What follows belongs to an exercise in optimizing a design on an open flow for small area, a short achievable clock period and few clock cycles; a production flow would make more cautious choices.
At most, simulation tests tie the RTL to the original design; equivalence was not proved.
Only the layout flow was run in run 6; the RTL was not checked for function there.
Power figures rest on the tool's default switching activity, not on a simulated workload.

**design/flow/config.mk**
```make
export PLATFORM = sky130hd
export DESIGN_NAME = la_capture
export DESIGN_NICKNAME = la_capture
export VERILOG_FILES = /design/flow/design.v
export SDC_FILE = /design/flow/constraint.sdc
export NUM_CORES = 4
export LEC_CHECK = 0
export CAP_MARGIN = 20
export CORE_MARGIN = 2
export CORE_UTILIZATION = 65
export CTS_CLUSTER_DIAMETER = 65
export CTS_CLUSTER_SIZE = 32
export GPL_ROUTABILITY_DRIVEN = 0
export SETUP_SLACK_MARGIN = 4
export SLEW_MARGIN = 20
```
**design/flow/constraint.sdc**
```tcl
create_clock -name core_clock -period 6.0 [get_ports {clk_i}]
set_input_delay 1.2000 -clock core_clock [delete_from_list [all_inputs] [get_ports {clk_i}]]
set_output_delay 1.2000 -clock core_clock [all_outputs]
set_load 0.01 [all_outputs]
```
**design/flow/design.v**
```verilog
module la_capture_ram #(
   parameter  int DATA_W = 18,
   parameter  int DEPTH  = 256,
   parameter  int NTAP   = 8
) (
   input  logic                   clk_i,
   input  logic                   cap_i,
   input  logic [DATA_W-1:0]      wdata_i,
   output logic [NTAP*DATA_W-1:0] taps_o
);
   localparam int SPACE = DEPTH / NTAP;
   localparam int SLOTS = DEPTH - 1;
   logic [SLOTS*DATA_W-1:0] ring_q;
   always_ff @(posedge clk_i) begin
      ring_q <= {ring_q[(SLOTS-1)*DATA_W-1:0],
                 cap_i ? wdata_i : ring_q[SLOTS*DATA_W-1 -: DATA_W]};
   end
   for (genvar k = 0; k < NTAP; k++) begin : g_tap
      assign taps_o[k*DATA_W +: DATA_W] = ring_q[(k*SPACE + SPACE - 2)*DATA_W +: DATA_W];
   end
endmodule
module la_capture #(
   parameter  int DATA_W = 18,
   parameter  int DEPTH  = 256,
   localparam int AW     = $clog2(DEPTH)
) (
   input  logic              clk_i,
   input  logic              rst_i,
   input  logic [DATA_W-1:0] data_i,
   input  logic              trig_i,
   input  logic [1:0]        trig_mode_i,
   input  logic [AW-1:0]     pretrig_i,
   input  logic              arm_i,
   input  logic [7:0]        trig_cnt_i,
   output logic              armed_o,
   output logic              triggered_o,
   output logic              done_o,
   output logic              rd_valid_o,
   input  logic              rd_ready_i,
   output logic [DATA_W-1:0] rd_data_o,
   output logic              rd_last_o
);
   localparam int NTAP = 8;
   localparam int TW   = $clog2(NTAP);
   localparam int SW   = AW - TW;           
   localparam logic [1:0] TRIG_LEVEL_HIGH = 2'd0;
   localparam logic [1:0] TRIG_LEVEL_LOW  = 2'd1;
   localparam logic [1:0] TRIG_RISING     = 2'd2;
   localparam logic [1:0] TRIG_FALLING    = 2'd3;
   function automatic logic trigMatch(input logic [1:0] mode,
                                      input logic       cur,
                                      input logic       prev);
      case (mode)
         TRIG_LEVEL_HIGH: trigMatch = cur;
         TRIG_LEVEL_LOW:  trigMatch = ~cur;
         TRIG_RISING:     trigMatch = cur & ~prev;
         TRIG_FALLING:    trigMatch = ~cur & prev;
         default:         trigMatch = 1'b0;
      endcase
   endfunction
   logic          armed_q, pre_q, wait_q, post_q, done_q;
   logic [1:0]    mode_q;
   logic [AW-1:0] pretrig_q;     
   logic [AW-1:0] cnt_q;         
   logic          trigPrev_q;
   logic          triggered_q;
   logic          waitMatch, fire, preEnd, postEnd, capEnd;
   logic [7:0]    matchLeft_q;   
   assign fire = waitMatch && (matchLeft_q[7:1] == 7'd0);
   always_ff @(posedge clk_i) begin
      if (arm_i) begin
         matchLeft_q <= trig_cnt_i;
      end else if (waitMatch) begin
         matchLeft_q <= matchLeft_q - 8'd1;
      end
   end
   assign waitMatch = wait_q && !arm_i && trigMatch(mode_q, trig_i, trigPrev_q);
   assign preEnd    = pre_q && (cnt_q == AW'(1));
   assign postEnd   = post_q && (cnt_q == AW'(1));
   assign capEnd    = !arm_i && (postEnd || (fire && (&pretrig_q)));
   logic [TW-1:0]     tapSel;
   logic              rdValid_q, rdLast_q;
   logic [DATA_W-1:0] rdData_q, rdHold_q;
   logic [NTAP*DATA_W-1:0] taps;
   logic [DATA_W-1:0] tapWord;
   logic              canLoad, load, xfer;
   la_capture_ram #(
      .DATA_W (DATA_W),
      .DEPTH  (DEPTH),
      .NTAP   (NTAP)
   ) u_ram (
      .clk_i   (clk_i),
      .cap_i   (armed_q),
      .wdata_i (data_i),
      .taps_o  (taps)
   );
   assign tapSel  = pretrig_q[AW-1 -: TW] | {TW{!done_q}};
   assign tapWord = taps[tapSel*DATA_W +: DATA_W];
   assign xfer    = rdValid_q && rd_ready_i;
   assign canLoad = done_q && !rdLast_q && (pretrig_q[SW-1:0] == SW'((1 << SW) - 2));
   assign load    = canLoad && (!rdValid_q || rd_ready_i);
   always_ff @(posedge clk_i) begin
      if (rst_i) begin
         armed_q     <= 1'b0;
         pre_q       <= 1'b0;
         wait_q      <= 1'b0;
         post_q      <= 1'b0;
         done_q      <= 1'b0;
         triggered_q <= 1'b0;
      end else if (arm_i) begin
         armed_q     <= 1'b1;
         pre_q       <= (pretrig_i != '0);
         wait_q      <= (pretrig_i == '0);
         post_q      <= 1'b0;
         done_q      <= 1'b0;
         triggered_q <= 1'b0;
      end else begin
         if (preEnd) begin
            pre_q  <= 1'b0;
            wait_q <= 1'b1;
         end
         if (fire) begin
            triggered_q <= 1'b1;
            wait_q      <= 1'b0;
            post_q      <= !(&pretrig_q);
         end
         if (postEnd) begin
            post_q <= 1'b0;
         end
         if (capEnd) begin
            armed_q <= 1'b0;
            done_q  <= 1'b1;
         end
         if (xfer && rdLast_q) begin
            done_q <= 1'b0;
         end
      end
   end
   always_ff @(posedge clk_i) begin
      if (arm_i) begin
         mode_q    <= trig_mode_i;
         pretrig_q <= pretrig_i;
         cnt_q     <= pretrig_i;
      end else begin
         if (pre_q || post_q) begin
            cnt_q <= cnt_q - AW'(1);
         end
         if (fire) begin
            cnt_q <= ~pretrig_q;
         end
         if (capEnd) begin
            pretrig_q <= AW'(DEPTH - 2);
         end
         if (done_q) begin
            if (load) begin
               cnt_q <= cnt_q - AW'(1);
            end else begin
               pretrig_q <= (pretrig_q == AW'(DEPTH - 2)) ? '0 : pretrig_q + AW'(1);
            end
         end
      end
   end
   always_ff @(posedge clk_i) begin
      trigPrev_q <= trig_i;
   end
   always_ff @(posedge clk_i) begin
      if (rst_i || arm_i) begin
         rdValid_q <= 1'b0;
         rdLast_q  <= 1'b0;
      end else if (capEnd) begin
         rdValid_q <= 1'b1;
         rdLast_q  <= 1'b0;
      end else if (!rdValid_q || rd_ready_i) begin
         rdValid_q <= load;
         rdLast_q  <= load && (cnt_q == AW'(2));
      end
   end
   always_ff @(posedge clk_i) begin
      if (!done_q || load) begin
         rdHold_q <= tapWord;
      end
   end
   always_ff @(posedge clk_i) begin
      rdData_q <= (!rdValid_q || rd_ready_i) ? tapWord : rdHold_q;
   end
   assign armed_o     = armed_q;
   assign triggered_o = triggered_q;
   assign done_o      = done_q;
   assign rd_valid_o  = rdValid_q;
   assign rd_data_o   = rdData_q;
   assign rd_last_o   = rdLast_q;
endmodule
```
**design/flow/run.sh**
```bash
#!/bin/bash
# synth_recipe.tcl (not shown) runs the flow's synth.tcl, then flattens the netlist and writes it again
# the make line also repeats each setting of config.mk as NAME=value (left out here)
make -C /OpenROAD-flow-scripts/flow DESIGN_CONFIG=/design/flow/config.mk WORK_HOME=/design/flow/orfs CLKGATE_MAP_FILE= SYNTH_SCRIPT=/design/flow/synth_recipe.tcl finish
```
==> results.txt, run 1 <==
status no timing/DRC/antenna violations; compound-cell area share of the yosys netlist 0.00550; Crit. path cell count 1; Synth area leader dfxtp_1; largest family of logic cells by synthesized area multiplexers; Buf/Inv on CP 1; hold path endpoint u_ram.ring_q[998]; reg2reg end rdValid_q; ys flop type dfxtp_1; Rel. slew slack 0.531; Static Leak 42.3 nW; Routed WL per cell 14.9 um; Cell Pwr Density 432 nW/um^2; RSZ-0062 raised after global routing true; met3 Use GR 0.0294; post-synthesis sequential area ratio 0.970; I/O Buffers 63; Synth Area in Adders 0.000778; dpl hpwl 54300 um; grt peak-use layer met1; nets@finish 5358; post-synthesis mux area share 0.0128; first-pass GRT wire length 169000 um; syn_nets 5083; r2r startpoint matchLeft_q[4]; Avg Vias per Cell 4.36; Top delay family on crit path flip-flops; CP max FO 1; initial antenna violation count 10; hold crit path type reg2reg; Hold Crit Depth 0; min cycle time layout 2500 ps; Mapped Cells 5036; Core Area 148000 sq um; total die area 152000 sq um; total gr overflow 0; crit path max-delay cell type dfxtp_4; vias in the first global route 30600; CTS sink cnt 4661; clock latency (worst-skew pair) 800 ps; MaxCap Viol Count 0; CTS Root Cell clkbuf_16; Inst Count DP 7009; worst vdd ir 0.399 mV; Synth top cells by count dfxtp_1, nor2_1, mux2_2; Max clock buf depth 3; reg2reg path depth 6; final worst slack 3500 ps; final setup fails 0; pre-CTS WS 2320 ps; Mapped Area 96500 sq um; ranking of synthesized cells by area dfxtp_1, edfxtp_1, mux4_2; FF+latch count, synth 4661; Non-Filler Instances 7311; met2 global-route usage 0.198; synthesis-to-finish area growth 9.72%; simple-gate share of the synthesized area 0.00874; CTS Buf Count 169; setup TNS 0 ps; Die X 389 um; Worst-Margin Slew 703 ps; Die Height 389 um; final wirelength 109000 um; Post-synth EDFFs 28; filler instances 9311; share of the synthesized area in the top cell type 0.961; drt first pass iters 5; Netlist cell types 63; Slew Viols, Final 0; row count 141; skew final 20.1 ps; Power Total 45.7 mW; Initial Utilization 0.654; M1 GR Usage 0.229; Vias 31900; setup slack, reg-to-reg 3710 ps; most numerous cell in the Yosys netlist dfxtp_1; clock-pin slew of the registers on the worst-case setup and hold paths 110 ps; post-synthesis async set-or-reset flop share 0; # IOs 64; layout cell share with drive strength beyond 1 0.0877; CP max stage delay 400 ps; CP startpoint kind flop; pin count of the biggest net entering global routing 34; Ys Warns 2; H-tree depth 4; Hold Vio Cnt, Final 0; Worst Setup End Kind output port; HP Start u_ram.ring_q[980]; CP Data Arrival Time 1300 ps; Post-DRT Antenna Nets 0; crit-path cells buf_6; Total GRT Usage 0.144; Required @ worst endpoint 4800 ps; crit path kind reg2out; DRT iter0 DRCs 1394; XOR/XNOR Fraction of Synth Area 0.00109; Max Freq 401 MHz; CTS tree done; DRC 0; final worst-path cycle share 0.416; syn_area_per_cell 19.2 sq um
## sequential cells by signal, summed over array words and instances (netlist names)
name	flops
rdValid_q	1
triggered_q	1
mode_q	2
cnt_q	8
rdData_q	18
trigPrev_q	1
rdLast_q	1
matchLeft_q	8
wait_q	1
u_ram.ring_q	4590
pre_q	1
done_q	1
armed_q	1
post_q	1
rdHold_q	18
pretrig_q	8
## cell type report
type	count	area, sq um	share of cell area
Sequential cell	4661	93600	0.884
Timing Repair inverter	1	16.3	0.000154
Tap cell	1930	2410	0.0228
Antenna cell	12	30.0	0.000284
Multi-Input combinational cell	338	3220	0.0304
Clock buffer	194	4530	0.0428
Timing Repair Buffer	129	1500	0.0141
Clock inverter	35	502	0.00474
Inverter	11	57.6	0.000543
## stage by stage
| step | hold slack, ps | util | instance area (sq um) |
|---|---|---|---|
| after global routing | 326 | 0.717 | 106000 |
| final | 317 | 0.717 | 106000 |
| after CTS | 323 | 0.715 | 106000 |
| after floorplan | 310 | - | 96700 |
| after detailed placement | 312 | 0.675 | 99700 |
| after global placement | 310 | 0.675 | 99700 |
## layout by cell type (no fill, tap or decap), types with 5 or more instances in the layout
cell / instances
dfxtp_1: 4607
clkbuf_16: 178
nor2_1: 55
buf_6: 41
clkdlybuf4s50_1: 37
mux4_2: 36
edfxtp_1: 28
buf_4: 28
mux2_2: 20
dfxtp_2: 19
mux2_4: 18
nand2_1: 18
and2_1: 17
a21oi_1: 16
clkbuf_1: 13
diode_2: 12
nor2_2: 12
o21ai_0: 11
nand3_1: 11
buf_12: 11
inv_6: 10
inv_1: 9
xnor2_1: 7
bufinv_16: 7
dfxtp_4: 7
clkinvlp_4: 6
a31oi_1: 6
nor2_4: 6
ha_1: 6
and3_1: 5
clkinv_8: 5
nor3_4: 5
o21ai_1: 5
## worst max path at each step
stage | from | endpoint | slack (ps)
2_1_floorplan | trig_i | cnt_q[2] | 3650
3_3_place_gp | rd_ready_i | pretrig_q[3] | 2310
3_5_place_dp | rd_ready_i | pretrig_q[3] | 2320
4_1_cts | rdData_q[17] | rd_data_o[17] | 3420
5_1_grt | rdData_q[13] | rd_data_o[13] | 3430
6_report | rdData_q[13] | rd_data_o[13] | 3500
## what timing repair did
action | CTS | global route
gates cloned | 6 | 1
endpoints found under the hold margin | 0 | 0
gates resized for setup | 220 | 54
hold buffers | 0 | 0
pin swaps | 21 | 16
setup endpoints to repair | 111 | 85
buffers inserted | 41 | 13
## cells by family after synthesis
kind of cell / Yosys count
multiplexers: 74
AND/OR/NAND/NOR: 167
AO/OA/AOI/OAI: 78
flip-flops: 4661
adder cells (fa/ha/maj): 6
XOR/XNOR: 12
buffers and inverters: 38
## per-layer routing
layer	up-vias	wire (um)	part of all wire
met5	-	0	0
met4	0	3090	0.028
met3	221	4310	0.040
met2	425	43000	0.39
met1	15100	58600	0.54
li1	16200	-	-
## power breakdown
part / switching (mW) / internal (mW)
logic: 0.0974 / 0.0948
clock network: 8.34 / 5.82
registers: 0.105 / 31.3
total: 8.54 / 37.2
Testbench counts, summed over its fixed seeds: cycles 12,628.
==> run 2, diff against run 1 <==
--- a/design/flow/config.mk
+++ b/design/flow/config.mk
@@ -10,6 +10,6 @@
 export CORE_UTILIZATION = 65
 export CTS_CLUSTER_DIAMETER = 65
 export CTS_CLUSTER_SIZE = 32
-export GPL_ROUTABILITY_DRIVEN = 0
+export PLACE_DENSITY = 0.7
 export SETUP_SLACK_MARGIN = 4
 export SLEW_MARGIN = 20
==> run 2 against run 1 <==
Cell area fell by 0.68%. Die area did not move. Non-clock buffer count fell by 19. Setup slack got worse by 44 ps. Sequential share of layout area rose by 0.61 points. Fmax fell by 1.7%. Critical path depth did not move. Core utilization fell by 0.49 points. Worst hold slack got worse by 3.4 ps.
==> results.txt, run 2 <==
Vias 31600; hold crit path type reg2reg; worst vdd ir 0.359 mV; first-pass GRT wire length 174000 um; status no timing/DRC/antenna violations; Routed WL per cell 15.4 um; ys flop type dfxtp_1; Worst Setup End Kind output port; drt first pass iters 6; Mapped Area 96500 sq um; Power Total 45.3 mW; crit path max-delay cell type dfxtp_4; pin count of the biggest net entering global routing 34; Slew Viols, Final 0; Total GRT Usage 0.149; crit path kind reg2out; post-synthesis sequential area ratio 0.970; FF+latch count, synth 4661; Rel. slew slack 0.543; ranking of synthesized cells by area dfxtp_1, edfxtp_1, mux4_2; vias in the first global route 31300; share of the synthesized area in the top cell type 0.961; row count 141; Routability Congestion 0.747; Synth top cells by count dfxtp_1, nor2_1, mux2_2; total gr overflow 0; Worst-Margin Slew 686 ps; skew final 23.1 ps; Top delay family on crit path flip-flops; syn_area_per_cell 19.2 sq um; RSZ-0062 raised after global routing true; layout cell share with drive strength beyond 1 0.0793; most frequent cells in the layout dfxtp_1, clkbuf_16, nor2_1; post-synthesis async set-or-reset flop share 0; CTS Buf Count 168; Ys Warns 2; CP max FO 1; Synth area leader dfxtp_1; final wirelength 112000 um; clock-pin slew of the registers on the worst-case setup and hold paths 110 ps; Metal-1 WL 60400 um; total die area 152000 sq um; met2 WL 44100 um; Required @ worst endpoint 4800 ps; CP max stage delay 430 ps; filler instances 8994; min cycle time layout 2540 ps; Hold Vio Cnt, Final 0; DRT iter0 DRCs 1442; CTS sink cnt 4661; nets@finish 5338; final setup fails 0; Static Leak 41.9 nW; dpl hpwl 56800 um; I/O Buffers 63; Cell Pwr Density 430 nW/um^2; Die Height 389 um; setup slack, reg-to-reg 3680 ps; Netlist cell types 63; # IOs 64; Core Area 148000 sq um; syn_nets 5083; CTS tree done; DRC 0; commonest non-fill, non-tap cell in the layout dfxtp_1; crit-path cells buf_6; metal3 WL 4300 um; Buf/Inv on CP 1; Max clock buf depth 3; H-tree depth 4; Post-synth EDFFs 28; CTS Root Cell clkbuf_16; Mapped Cells 5036; final worst-path cycle share 0.423; initial antenna violation count 8; MaxCap Viol Count 0; Avg Vias per Cell 4.35; Die X 389 um; Largest regs u_ram.ring_q: 4590 flops, rdData_q: 18 flops, rdHold_q: 18 flops; Reg with most FFs u_ram.ring_q; CP Data Arrival Time 1340 ps; clock latency (worst-skew pair) 790 ps; Top Metal Used met5; Max Freq 394 MHz; Post-DRT Antenna Nets 0; Initial Utilization 0.654; CP startpoint kind flop; synthesis-to-finish area growth 8.97%; setup TNS 0 ps; most numerous cell in the Yosys netlist dfxtp_1; max reg flops 4590
==> run 2: cell types whose count changed in the layout (fill, tap and decap cells not counted), sizes merged <==
| cell | previous run | this run |
|---|---|---|
| bufbuf | 1 | 2 |
| bufinv | 7 | 0 |
| diode | 12 | 3 |
| clkdlybuf4s15 | 2 | 1 |
| dlygate4sd2 | 1 | 2 |
| clkbuf | 195 | 193 |
| inv | 23 | 16 |
| buf | 87 | 68 |
| clkinvlp | 6 | 2 |
==> run 2: routing by layer <==
metal	track usage	up-vias
li1	-	16100
met1	0.235	14800
met2	0.207	440
met3	0.0289	229
met4	0.0507	2
met5	0	-
==> run 2: cell families after synthesis <==
kind of cell	after synthesis	synth area share
buffers and inverters	38	0.00156
adder cells (fa/ha/maj)	6	0.000778
AND/OR/NAND/NOR	167	0.00874
multiplexers	74	0.0128
flip-flops	4661	0.970
AO/OA/AOI/OAI	78	0.00550
XOR/XNOR	12	0.00109
==> run 2: cell type report <==
cell class | count | area, sq um | share of cell area
flip-flops and latches | 4661 | 93600 | 0.890
clock buffers | 193 | 4460 | 0.0424
multi-input cells | 338 | 3100 | 0.0294
well taps | 1930 | 2410 | 0.0230
repair buffers | 110 | 1290 | 0.0123
clock inverters | 17 | 210 | 0.00200
inverters | 11 | 57.6 | 0.000547
repair inverters | 1 | 8.76 | 0.0000833
diodes | 3 | 7.51 | 0.0000714
==> run 2: metrics by stage <==
stage	cells	setup WS [ps]	cell area [sq um]	hold slack (ps)	utilization
after CTS	7259	3390	105000	318	0.711
after global routing	7262	3400	105000	322	0.712
after global placement	7008	2360	99700	309	0.675
after floorplan	5036	3650	96700	310	-
after detailed placement	7008	2320	99700	312	0.675
final	7264	3460	105000	314	0.712
==> run 2: worst paths after layout <==
kind	cells past startpoint	to	start
setup / recovery	1	rd_data_o[9]	rdData_q[9]
setup reg to reg	7	pretrig_q[5]	matchLeft_q[5]
hold reg to reg	0	u_ram.ring_q[316]	u_ram.ring_q[298]
hold / removal	0	u_ram.ring_q[316]	u_ram.ring_q[298]
==> run 2: power by group <==
group	switching (mW)	internal (mW)
Sequential	0.109	31.3
Combinational	0.0994	0.0965
Clock	8.29	5.41
==> run 2: repair_timing <==
| action | CTS | global route |
|---|---|---|
| hold buffers | 0 | 0 |
| gates cloned | 7 | 0 |
| pin swaps | 21 | 7 |
| buffers inserted | 34 | 2 |
| gates resized for setup | 199 | 29 |
| setup endpoints to repair | 110 | 108 |
==> run 3, diff against run 2 <==
--- a/design/flow/config.mk
+++ b/design/flow/config.mk
@@ -10,6 +10,5 @@
 export CORE_UTILIZATION = 65
 export CTS_CLUSTER_DIAMETER = 65
 export CTS_CLUSTER_SIZE = 32
-export PLACE_DENSITY = 0.7
 export SETUP_SLACK_MARGIN = 4
 export SLEW_MARGIN = 20
==> run 3 against run 2 <==
Critical path depth did not move. Routed wire length fell by 2.7%. Global-route usage fell by 0.44 points. Sequential power barely moved. Synthesized area did not move. Cell area rose by 0.68%. Cell count rose by 0.65%. First-iteration DRC count fell by 3.3%. Die area did not move. Largest power group unchanged. Highest routed layer is now met4.
==> results.txt, run 3 <==
Hold Buf Count CTS 0; vias in the first global route 30600; Slew Viols, Final 0; Worst-Margin Slew 703 ps; total die area 152000 sq um; Final Core Density 0.717; setup TNS 0 ps; setup slack, reg-to-reg 3710 ps; min cycle time layout 2500 ps; CP max stage delay 400 ps; most numerous cell in the Yosys netlist dfxtp_1; Die Height 389 um; Routed WL per cell 14.9 um; crit path kind reg2out; Initial Utilization 0.654; initial antenna violation count 10; DRT iter0 DRCs 1394; Synth top cells by count dfxtp_1, nor2_1, mux2_2; crit path max-delay cell type dfxtp_4; FF+latch count, synth 4661; Max Freq 401 MHz; first-pass GRT wire length 169000 um; Netlist cell types 63; CTS Buf Count 169; Ys Warns 2; syn_area_per_cell 19.2 sq um; total gr overflow 0; Cell Pwr Density 432 nW/um^2; Buf/Inv on CP 1; Vias 31900; dpl hpwl 54300 um; hold crit path type reg2reg; Largest regs u_ram.ring_q: 4590 flops, rdData_q: 18 flops, rdHold_q: 18 flops; Top delay family on crit path flip-flops; Worst Setup End Kind output port; Mapped Cells 5036; Core Area 148000 sq um; Max clock buf depth 3; skew final 20.1 ps; Avg Vias per Cell 4.36; filler instances 9311; CTS Root Cell clkbuf_16; Routability Congestion 0.748; DRC 0; Die X 389 um; nets@finish 5358; CP Data Arrival Time 1300 ps; clock latency (worst-skew pair) 800 ps; final wirelength 109000 um; H-tree depth 4; synthesis-to-finish area growth 9.72%; Synth area leader dfxtp_1; clock-pin slew of the registers on the worst-case setup and hold paths 110 ps; final setup fails 0; pin count of the biggest net entering global routing 34; Required @ worst endpoint 4800 ps; post-synthesis async set-or-reset flop share 0; final worst-path cycle share 0.416; Static Leak 42.3 nW; Post-synth EDFFs 28; Total GRT Usage 0.144; Post-DRT Antenna Nets 0; Reg with most FFs u_ram.ring_q; Rel. slew slack 0.531; crit-path cells buf_6; row count 141; CTS sink cnt 4661; CP max FO 1; syn_nets 5083; multi-input logic area 3220 sq um; RSZ-0062 raised after global routing true; ys flop type dfxtp_1; post-synthesis sequential area ratio 0.970; max reg flops 4590; CP startpoint kind flop; Register Area 93600 sq um; CTS tree done; share of the synthesized area in the top cell type 0.961; drt first pass iters 5; worst vdd ir 0.399 mV; I/O Buffers 63; most frequent cells in the layout dfxtp_1, clkbuf_16, nor2_1; # IOs 64; commonest non-fill, non-tap cell in the layout dfxtp_1; status no timing/DRC/antenna violations; layout cell share with drive strength beyond 1 0.0877; MaxCap Viol Count 0; ranking of synthesized cells by area dfxtp_1, edfxtp_1, mux4_2; Hold Vio Cnt, Final 0; Mapped Area 96500 sq um
==> run 3: layout make-up <==
type	instances	area share
Timing Repair Buffer	129	0.0141
Clock inverter	35	0.00474
Antenna cell	12	0.000284
Clock buffer	194	0.0428
Timing Repair inverter	1	0.000154
Inverter	11	0.000543
Multi-Input combinational cell	338	0.0304
Sequential cell	4661	0.884
Tap cell	1930	0.0228
==> run 3: per-stage QoR <==
step | std cells | power, mW | setup slack [ps] | instance area (sq um) | hold WS [ps]
5_1_grt | 7301 | 47.3 | 3430 | 106000 | 326
3_3_place_gp | 7009 | 32.3 | 2310 | 99700 | 310
3_5_place_dp | 7009 | 32.3 | 2320 | 99700 | 312
4_1_cts | 7285 | 46.2 | 3420 | 106000 | 323
2_1_floorplan | 5036 | 32.1 | 3650 | 96700 | 310
6_report | 7311 | 45.7 | 3500 | 106000 | 317
==> run 3: kinds of logic (layout without fill, tap and decap cells) <==
| family | after synthesis | in the layout | share of synthesized area |
|---|---|---|---|
| compound gates | 78 | 78 | 0.00550 |
| xor+xnor | 12 | 12 | 0.00109 |
| fa+ha+maj | 6 | 6 | 0.000778 |
| buf+inv | 38 | 370 | 0.00156 |
| flops | 4661 | 4661 | 0.970 |
| mux | 74 | 74 | 0.0128 |
| other cells | 0 | 12 | 0 |
| simple gates | 167 | 168 | 0.00874 |
==> run 3: final timing paths <==
kind | from | endpoint | cells past startpoint
worst min-delay path | u_ram.ring_q[980] | u_ram.ring_q[998] | 0
worst max register to register | matchLeft_q[4] | rdValid_q | 6
worst max-delay path | rdData_q[13] | rd_data_o[13] | 1
worst min register to register | u_ram.ring_q[980] | u_ram.ring_q[998] | 0
==> run 3: repair_timing <==
item,4_1_cts,5_1_grt
buffers inserted,41,13
cloned,6,1
setup endpoints to repair,111,85
gates resized for setup,220,54
pin swaps,21,16
==> run 3: power breakdown <==
group	leakage, nW	internal [mW]	total (mW)	switching [mW]
Sequential	37.8	31.3	31.4	0.105
Clock	2.45	5.82	14.2	8.34
Combinational	2.02	0.0948	0.192	0.0974
Total	42.3	37.2	45.7	8.54
==> run 3: routing by layer <==
| layer | up-vias | wire, um | global-route usage |
|---|---|---|---|
| met3 | 221 | 4310 | 0.0294 |
| met4 | 0 | 3090 | 0.0507 |
| li1 | 16200 | - | - |
| met1 | 15100 | 58600 | 0.229 |
| met5 | - | 0 | 0 |
| met2 | 425 | 43000 | 0.198 |
==> run 4, diff against run 3 <==
--- a/design/flow/config.mk
+++ b/design/flow/config.mk
@@ -8,7 +8,7 @@
 export CAP_MARGIN = 20
 export CORE_MARGIN = 2
 export CORE_UTILIZATION = 65
-export CTS_CLUSTER_DIAMETER = 65
-export CTS_CLUSTER_SIZE = 32
+export CTS_CLUSTER_DIAMETER = 68
+export CTS_CLUSTER_SIZE = 34
 export SETUP_SLACK_MARGIN = 4
 export SLEW_MARGIN = 20
==> run 4 against run 3 <==
Largest cell class unchanged. Sequential cell count is the same. Synthesized cell count unchanged. Non-clock buffer count shrank 4. Register-to-register slack worse by 90 ps. Cell area fell by 0.53%. Cell count is 0.37% lower.
==> results.txt, run 4 <==
status no timing/DRC/antenna violations; layout cell share with drive strength beyond 1 0.0862; Static Leak 42.0 nW; Reg with most FFs u_ram.ring_q; Max Freq 400 MHz; most frequent cells in the layout dfxtp_1, clkbuf_16, nor2_1; Worst-Margin Slew 701 ps; crit path kind reg2out; DRC 0; CP max stage delay 390 ps; CP max FO 1; pin count of the biggest net entering global routing 36; final setup fails 0; syn_area_per_cell 19.2 sq um; Die X 389 um; total die area 152000 sq um; Avg Vias per Cell 4.33; CTS sink cnt 4661; Routed WL per cell 14.9 um; Register Area 93600 sq um; final worst slack 3500 ps; filler instances 9399; worst vdd ir 0.344 mV; H-tree depth 4; setup TNS 0 ps; dpl hpwl 54300 um; multi-input logic area 3270 sq um; min cycle time layout 2500 ps; Slew Viols, Final 0; vias in the first global route 30500; Hold Buf Count CTS 0; initial antenna violation count 9; final wirelength 108000 um; Total GRT Usage 0.143; post-synthesis sequential area ratio 0.970; Synth top cells by count dfxtp_1, nor2_1, mux2_2; Final Core Density 0.713; total gr overflow 0; Core Area 148000 sq um; most numerous cell in the Yosys netlist dfxtp_1; Cell Pwr Density 427 nW/um^2; crit-path cells buf_6; drt first pass iters 5; Mapped Cells 5036; FF+latch count, synth 4661; nets@finish 5344; Mapped Area 96500 sq um; crit path max-delay cell type dfxtp_4; clock-pin slew of the registers on the worst-case setup and hold paths 110 ps; Netlist cell types 63; hold crit path type reg2reg; CTS tree done; final worst-path cycle share 0.416; Post-synth EDFFs 28; Rel. slew slack 0.533; clock latency (worst-skew pair) 790 ps; ys flop type dfxtp_1; commonest non-fill, non-tap cell in the layout dfxtp_1; # IOs 64; first-pass GRT wire length 168000 um; CP Data Arrival Time 1300 ps; CP startpoint kind flop; I/O Buffers 63; max reg flops 4590; Required @ worst endpoint 4800 ps; Die Height 389 um; Post-DRT Antenna Nets 0; Hold WS 311 ps; Top delay family on crit path flip-flops; synthesis-to-finish area growth 9.14%; CTS Root Cell clkbuf_16; post-synthesis async set-or-reset flop share 0; row count 141; syn_nets 5083; Initial Utilization 0.654; DRT iter0 DRCs 1462; CTS Buf Count 159; Max clock buf depth 3; Worst Setup End Kind output port; Largest regs u_ram.ring_q: 4590 flops, rdData_q: 18 flops, rdHold_q: 18 flops; MaxCap Viol Count 0; share of the synthesized area in the top cell type 0.961; Routability Congestion 0.748; ranking of synthesized cells by area dfxtp_1, edfxtp_1, mux4_2; pre-CTS WS 2320 ps; Synth area leader dfxtp_1; Vias 31500; Hold Vio Cnt, Final 0; Buf/Inv on CP 1; Ys Warns 2; skew final 22.7 ps; RSZ-0062 raised after global routing true
==> run 4: cell counts after synthesis <==
No cell type changed its count.
==> run 4: where the power goes <==
group / internal (mW) / switching [mW] / total [mW]
clock network: 5.11 / 8.30 / 13.4
registers: 31.3 / 0.106 / 31.4
logic: 0.0943 / 0.0972 / 0.191
total: 36.5 / 8.51 / 45.0
==> run 4: worst register-to-register path, cell delays in order (launching register included) <==
cell      delay [ps]
edfxtp_1         420
or4_4            560
or4_4            500
buf_6            160
nor3_4           230
mux2_4           330
o21ai_1          120
==> run 4: cell type report <==
cell class	instances	area share
diodes	9	0.000214
clock buffers	175	0.0386
clock inverters	34	0.00386
inverters	11	0.000546
multi-input cells	338	0.0311
flip-flops and latches	4661	0.889
well taps	1930	0.0229
repair buffers	125	0.0138
repair inverters	1	0.0000831
==> run 4: timing repair <==
item                                    4_1_cts  5_1_grt
resized for setup                           234       55
endpoints found under the setup margin      111      101
setup buffers                                44        8
pin swaps                                    21       17
cloned                                        5        0
==> run 4: final timing paths <==
path / start / to / slack (ps) / cells past startpoint
setup reg to reg: matchLeft_q[4] / cnt_q[2] / 3620 / 6
hold / removal: u_ram.ring_q[4186] / u_ram.ring_q[4204] / 310 / 0
setup / recovery: rdData_q[13] / rd_data_o[13] / 3500 / 1
hold reg to reg: u_ram.ring_q[4186] / u_ram.ring_q[4204] / 310 / 0
==> run 4: per-stage QoR <==
step | instances | area, sq um | power, mW
5_1_grt | 7275 | 105000 | 46.5
4_1_cts | 7267 | 105000 | 45.4
3_3_place_gp | 7009 | 99700 | 32.3
6_report | 7284 | 105000 | 45.0
2_1_floorplan | 5036 | 96700 | 32.1
3_5_place_dp | 7009 | 99700 | 32.3
==> run 4: cell families (layout without fill, tap and decap cells) <==
group                      after synthesis  after routing  share of synthesized area
other                                    0              9                          0
AOI/OAI and AO/OA                       78             78                    0.00550
xor gates and xnor gates                12             12                    0.00109
buffers and inverters                   38            346                    0.00156
muxes                                   74             74                     0.0128
DFF                                   4661           4661                      0.970
and+or+nand+nor                        167            168                    0.00874
adders and majority gates                6              6                   0.000778
==> run 4: metal layers <==
metal / track usage / up-vias / part of all wire
met5: 0 / - / 0
met4: 0.0500 / 0 / 0.026
met3: 0.0305 / 189 / 0.037
met2: 0.196 / 372 / 0.39
met1: 0.227 / 14800 / 0.55
li1: - / 16100 / -
==> run 5, diff against run 4 <==
==> design/flow/config.mk (replaced) <==
export PLATFORM = sky130hd
export DESIGN_NAME = la_capture
export DESIGN_NICKNAME = la_capture
export VERILOG_FILES = /design/flow/design.v
export SDC_FILE = /design/flow/constraint.sdc
export NUM_CORES = 4
export LEC_CHECK = 0
export CAP_MARGIN = 5
export CORE_MARGIN = 2
export CORE_UTILIZATION = 65
export CTS_CLUSTER_DIAMETER = 65
export CTS_CLUSTER_SIZE = 32
export SETUP_SLACK_MARGIN = 4
export SLEW_MARGIN = 5
==> run 5 against run 4 <==
Still clean on timing, DRC and antenna. Synthesized cell count is the same. Via count grew 1.1%. Worst hold slack gained 6.6 ps. Die area is the same. Clock power grew 6%. First-iteration DRC count shrank 4.7%.
==> results.txt, run 5 <==
RSZ-0062 raised after global routing true; Synth top cells by count dfxtp_1, nor2_1, mux2_2; placed cell area 99700 sq um; Synth area leader dfxtp_1; nets@finish 5358; CTS Root Cell clkbuf_16; post-synthesis mux area share 0.0128; CTS sink cnt 4661; Die X 389 um; FF+latch count, synth 4661; Ys Warns 2; Static Leak 42.3 nW; Required @ worst endpoint 4800 ps; compound-cell area share of the yosys netlist 0.00550; Post-DRT Antenna Nets 0; final setup fails 0; MaxCap Viol Count 0; Vias 31900; Reg with most FFs u_ram.ring_q; worst vdd ir 0.399 mV; syn_area_per_cell 19.2 sq um; CP startpoint kind flop; clock-pin slew of the registers on the worst-case setup and hold paths 110 ps; crit path kind reg2out; Buf/Inv on CP 1; reg2reg path depth 6; row count 141; hold path endpoint u_ram.ring_q[998]; most frequent cells in the layout dfxtp_1, clkbuf_16, nor2_1; Mapped Area 96500 sq um; max reg flops 4590; commonest non-fill, non-tap cell in the layout dfxtp_1; CTS tree done; Hold WS 317 ps; Power Total 45.7 mW; Core Area 148000 sq um; Hold Vio Cnt, Final 0; most numerous cell in the Yosys netlist dfxtp_1; skew final 20.1 ps; setup TNS 0 ps; simple-gate share of the synthesized area 0.00874; final wirelength 109000 um; final worst-path cycle share 0.416; CP Data Arrival Time 1300 ps; Initial Utilization 0.654; Die Height 389 um; Worst Setup End Kind output port; pre-CTS WS 2320 ps; Top delay family on crit path flip-flops; first-pass GRT wire length 169000 um; share of the synthesized area in the top cell type 0.961; hold crit path type reg2reg; HP Start u_ram.ring_q[980]; CP max stage delay 400 ps; setup slack, reg-to-reg 3710 ps; post-synthesis sequential area ratio 0.970; Finished Cell Area 106000 sq um; total die area 152000 sq um; synthesis-to-finish area growth 9.72%; Max clock buf depth 3; I/O Buffers 63; DRT iter0 DRCs 1394; Total GRT Usage 0.144; DRC 0; post-synthesis async set-or-reset flop share 0; Rel. slew slack 0.531; XOR/XNOR Fraction of Synth Area 0.00109; layout cell share with drive strength beyond 1 0.0877; Non-Filler Instances 7311; total gr overflow 0; clock latency (worst-skew pair) 800 ps; CP max FO 1; Avg Vias per Cell 4.36; Inst Count DP 7009; reg2reg end rdValid_q; syn_nets 5083; crit path max-delay cell type dfxtp_4; largest family of logic cells by synthesized area multiplexers; ys flop type dfxtp_1; initial antenna violation count 10; Post-synth EDFFs 28; Routed WL per cell 14.9 um; dpl hpwl 54300 um; Worst-Margin Slew 703 ps; drt first pass iters 5; Synth Area in Adders 0.000778; Max Freq 401 MHz; min cycle time layout 2500 ps; Mapped Cells 5036; Slew Viols, Final 0; Hold Crit Depth 0; crit-path cells buf_6; ranking of synthesized cells by area dfxtp_1, edfxtp_1, mux4_2; # IOs 64; H-tree depth 4; Netlist cell types 63; Cell Pwr Density 432 nW/um^2; Largest regs u_ram.ring_q: 4590 flops, rdData_q: 18 flops, rdHold_q: 18 flops; Final Core Density 0.717; CTS Buf Count 169; r2r startpoint matchLeft_q[4]; Routability Congestion 0.748; vias in the first global route 30600; final worst slack 3500 ps; pin count of the biggest net entering global routing 34; status no timing/DRC/antenna violations
## run 5: cell counts after synthesis
No cell type changed its count.
## run 5: area by class of cell
cell class	count	area, sq um
diodes	12	30.0
repair inverters	1	16.3
fillers	9311	41800
well taps	1930	2410
multi-input cells	338	3220
repair buffers	129	1500
flip-flops and latches	4661	93600
clock inverters	35	502
clock buffers	194	4530
inverters	11	57.6
## run 5: power breakdown
part	total [mW]	switching (mW)	internal, mW
Combinational	0.192	0.0974	0.0948
Clock	14.2	8.34	5.82
Sequential	31.4	0.105	31.3
## run 5: cells by family (layout without fill, tap and decap cells)
kind of cell | after synthesis | count (layout)
AOI/OAI and AO/OA | 78 | 78
xor gates and xnor gates | 12 | 12
adders and majority gates | 6 | 6
buffers and inverters | 38 | 370
DFF | 4661 | 4661
muxes | 74 | 74
other | 0 | 12
and+or+nand+nor | 167 | 168
## run 5: worst max path at each step
stage | from | to | slack (ps) | depth (start not counted)
floorplan | trig_i | cnt_q[2] | 3650 | 5
global placement | rd_ready_i | pretrig_q[3] | 2310 | 7
detailed placement | rd_ready_i | pretrig_q[3] | 2320 | 7
CTS | rdData_q[17] | rd_data_o[17] | 3420 | 1
global route | rdData_q[13] | rd_data_o[13] | 3430 | 1
finish | rdData_q[13] | rd_data_o[13] | 3500 | 1
## run 5: routing by layer
layer  up-vias  wire length, um  track usage
met1     15100            58600        0.229
met5         -                0            0
li1      16200                -            -
met4         0             3090       0.0507
met2       425            43000        0.198
met3       221             4310       0.0294
## run 5: timing repair
action,CTS,global route
setup endpoints to repair,111,85
pin swaps,21,16
buffers inserted,41,13
hold endpoints to repair,0,0
resized for setup,220,54
gates cloned,6,1
hold buffers,0,0
==> run 6, diff against run 5 <==
--- a/design/flow/design.v
+++ b/design/flow/design.v
@@ -183,10 +183,18 @@
    always_ff @(posedge clk_i) begin
       rdData_q <= (!rdValid_q || rd_ready_i) ? tapWord : rdHold_q;
    end
-   assign armed_o     = armed_q;
+   logic armedOut_q, doneOut_q, rdValidOut_q, rdLastOut_q;
+   always_ff @(posedge clk_i) begin
+      armedOut_q   <= !rst_i && (arm_i || (armedOut_q && !capEnd));
+      doneOut_q    <= !rst_i && !arm_i && (capEnd || (doneOut_q && !(xfer && rdLast_q)));
+      rdValidOut_q <= !rst_i && !arm_i && (capEnd || load || (rdValid_q && !rd_ready_i));
+      rdLastOut_q  <= !rst_i && !arm_i && !capEnd &&
+                      ((load && (cnt_q == AW'(2))) || (rdLast_q && rdValid_q && !rd_ready_i));
+   end
+   assign armed_o     = armedOut_q;
    assign triggered_o = triggered_q;
-   assign done_o      = done_q;
-   assign rd_valid_o  = rdValid_q;
+   assign done_o      = doneOut_q;
+   assign rd_valid_o  = rdValidOut_q;
    assign rd_data_o   = rdData_q;
-   assign rd_last_o   = rdLast_q;
+   assign rd_last_o   = rdLastOut_q;
 endmodule
--- a/design/flow/config.mk
+++ b/design/flow/config.mk
@@ -5,10 +5,10 @@
 export SDC_FILE = /design/flow/constraint.sdc
 export NUM_CORES = 4
 export LEC_CHECK = 0
-export CAP_MARGIN = 5
+export CAP_MARGIN = 20
 export CORE_MARGIN = 2
 export CORE_UTILIZATION = 65
 export CTS_CLUSTER_DIAMETER = 65
 export CTS_CLUSTER_SIZE = 32
 export SETUP_SLACK_MARGIN = 4
-export SLEW_MARGIN = 5
+export SLEW_MARGIN = 20
==> run 6 against run 5 <==
Still clean. Synthesized area rose by 0.12%. Cell area down 0.23%. Via count is 0.19% lower. Fmax decreased by 1.3%. Cell count decreased by 0.11%. Clock skew up 1.0 ps. First-iteration DRC count fell by 8.2%. Setup slack worse by 33 ps. Count of clock-buffer cells in the layout rose by 4. Sequential power barely moved. Sequential share of layout area up 0.30 points. Routed wire length hardly changed. Largest cell class unchanged.
==> results.txt, run 6 <==
skew final 21.1 ps; H-tree depth 4; DRT iter0 DRCs 1280; crit-path cells buf_6; ranking of synthesized cells by area dfxtp_1, edfxtp_1, mux4_2; post-synthesis async set-or-reset flop share 0; Largest regs u_ram.ring_q: 4590 flops, rdData_q: 18 flops, rdHold_q: 18 flops; Power Total 45.6 mW; Cell Pwr Density 432 nW/um^2; Worst Setup End Kind output port; filler instances 9341; CTS sink cnt 4665; min cycle time layout 2530 ps; MaxCap Viol Count 0; CTS Buf Count 168; CP max FO 2; hold crit path type reg2reg; setup TNS 0 ps; Reg power frac 0.688; internal power 37.1 mW; initial antenna violation count 8; crit path max-delay cell type dfxtp_4; Max Freq 395 MHz; power share of the combinational group 0.004; Reg with most FFs u_ram.ring_q; setup slack, reg-to-reg 3880 ps; Ys Warns 2; drt first pass iters 5; Routability Congestion 0.730; Finished Cell Area 106000 sq um; layout cell share with drive strength beyond 1 0.0880; CTS Root Cell clkbuf_16; dpl hpwl 57700 um; met2 global-route usage 0.197; Post-DRT Antenna Nets 0; final wirelength 109000 um; syn_nets 5091; CP startpoint kind flop; commonest non-fill, non-tap cell in the layout dfxtp_1; CP max stage delay 420 ps; DRC 0; Post-synth EDFFs 28; syn_area_per_cell 19.2 sq um; # IOs 64; RSZ-0062 raised after global routing true; final setup fails 0; multi-input logic area 3190 sq um; reg2reg path depth 7; Die Height 390 um; share of the synthesized area in the top cell type 0.960; status no timing/DRC/antenna violations; Register Area 93700 sq um; clock-pin slew of the registers on the worst-case setup and hold paths 100 ps; final worst-path cycle share 0.421; nets@finish 5354; Top delay family on crit path flip-flops; Synth area leader dfxtp_1; Mapped Cells 5044; Vias 31800; row count 141; Slew Viols, Final 0; clock latency (worst-skew pair) 800 ps; Critical Path End armed_o; Crit. path cell count 1; Buf/Inv on CP 1; reg2reg end pretrig_q[4]; first-pass GRT wire length 170000 um; M1 GR Usage 0.232; Critical Path Source armedOut_q; most numerous cell in the Yosys netlist dfxtp_1; CP Data Arrival Time 1330 ps; r2r startpoint matchLeft_q[5]; Hold WS 319 ps; net switching power 8.51 mW; clock power share 0.307; Avg Vias per Cell 4.36; most frequent cells in the layout dfxtp_1, clkbuf_16, nor2_1; FF+latch count, synth 4665; Mapped Area 96600 sq um; Routed WL per cell 14.9 um; grt peak-use layer met1; placed cell area 99700 sq um; CTS tree done; Hold Vio Cnt, Final 0; Total GRT Usage 0.145; ys flop type dfxtp_1; sw frac 0.186; Max clock buf depth 3; Netlist cell types 60; Initial Utilization 0.655; crit path kind reg2out; pin count of the biggest net entering global routing 45; synthesis-to-finish area growth 9.33%; vias in the first global route 30800; Die X 390 um; met3 Use GR 0.0301; Core Area 148000 sq um; post-synthesis sequential area ratio 0.969; total die area 152000 sq um; worst vdd ir 0.310 mV; Static Leak 42.1 nW; total gr overflow 0; Required @ worst endpoint 4800 ps; Synth top cells by count dfxtp_1, nor2_1, mux2_2; max reg flops 4590; I/O Buffers 63; Worst-Margin Slew 808 ps; Rel. slew slack 0.461
[run 6: cell types whose count changed after synthesis, moves of 3 or more]
cell      change
nor2_1        +7
buf_2         +6
a21oi_1       -4
clkbuf_1      -4
dfxtp_1       +4
a211oi_1      +3
nand2_1       +3
o21ai_1       -3
or2_2         +3
xor2_1        +3
[run 6: worst min path at each step]
| stage | startpoint | end | cells after the start |
|---|---|---|---|
| floorplan | u_ram.ring_q[982] | u_ram.ring_q[1000] | 0 |
| global placement | u_ram.ring_q[1518] | u_ram.ring_q[1536] | 0 |
| detailed placement | u_ram.ring_q[1201] | u_ram.ring_q[1219] | 0 |
| CTS | u_ram.ring_q[3545] | u_ram.ring_q[3563] | 0 |
| global route | u_ram.ring_q[4057] | u_ram.ring_q[4075] | 0 |
| finish | u_ram.ring_q[3545] | u_ram.ring_q[3563] | 0 |
[run 6: what timing repair did]
action / in CTS / in global routing
buffers inserted: 39 / 11
setup endpoints to repair: 112 / 92
cloned: 4 / 0
gates resized for setup: 239 / 53
hold buffers: 0 / 0
pin swaps: 12 / 21
[run 6: logic make-up (layout without fill, tap and decap cells)]
logic type                 Yosys count  after routing  synth area share
AOI/OAI and AO/OA                   65             65           0.00487
and+or+nand+nor                    178            179           0.00917
muxes                               73             73            0.0127
other                                0              7                 0
xor gates and xnor gates            15             15           0.00136
DFF                               4665           4665             0.969
adders and majority gates            6              6          0.000777
buffers and inverters               42            363           0.00195
[run 6: layout make-up]
| class | count | share of cell area |
|---|---|---|
| Inverter | 12 | 0.000675 |
| Antenna cell | 7 | 0.000166 |
| Sequential cell | 4665 | 0.887 |
| Multi-Input combinational cell | 338 | 0.0302 |
| Clock buffer | 198 | 0.0428 |
| Tap cell | 1930 | 0.0229 |
| Clock inverter | 31 | 0.00401 |
| Timing Repair inverter | 1 | 0.0000829 |
| Timing Repair Buffer | 121 | 0.0121 |
[run 6: stage by stage]
stage | std cells | util | setup WS [ps]
floorplan | 5044 | - | 3430
global placement | 7013 | 0.675 | 2080
detailed placement | 7013 | 0.675 | 2060
CTS | 7285 | 0.714 | 3410
global route | 7296 | 0.716 | 3410
finish | 7303 | 0.716 | 3470
[run 6: worst register-to-register path, stage by stage, from the launching register on]
cell and delay [ps]:
edfxtp_1 400, or4_4 580, nor4_4 230, buf_6 160
buf_6 100, a31oi_4 160, or2_4 310, a21oi_2 110
[run 6: power groups by stage]
stage / sequential [mW] / combinational, mW / clock (mW)
after floorplan: 32.1 / 0.101 / 0
after global placement: 32.1 / 0.159 / 0
after detailed placement: 32.1 / 0.162 / 0
after CTS: 31.4 / 0.178 / 14.5
after global routing: 31.5 / 0.202 / 15.6
final: 31.4 / 0.188 / 14.0
[run 6: per-layer routing]
layer,wire length (um),share of wire,vias up
met5,0,0,-
met1,59800,0.55,15100
li1,-,-,16100
met2,42200,0.39,382
met3,4120,0.038,197
met4,2830,0.026,0

re-timing with driven ports:
No port has a modelled driver above. Below, the same layouts with a new extraction and two added sets of constraints. Step 1 sets driving cells, clkbuf_16 on the clock port and buf_2 on the other inputs (assumed; they add their load-dependent delay and slew). Step 2 also shifts input and output timing later by t, the mid clock arrival at the registers, as if the neighbouring blocks saw the same clock. a / b / c = no drivers / after step 1 / after step 2; a / b = the first two.
run	t, ns	setup slack, ns	cell pins on the clock port's net
run 1	0.867	3.504 / 3.430 / 2.933	1
run 2	0.855	3.460 / 3.386 / 2.963	1
run 3	0.867	3.504 / 3.430 / 2.933	1
run 4	0.861	3.502 / 3.429 / 2.896	1
run 5	0.867	3.504 / 3.430 / 2.933	1
run 6	0.865	3.471 / 3.394 / 3.063	1
After both steps setup and hold are still met in every run listed. For run 4, which loses most, drivers alone change the setup slack by -0.073 ns; drivers and shift together by -0.606 ns.
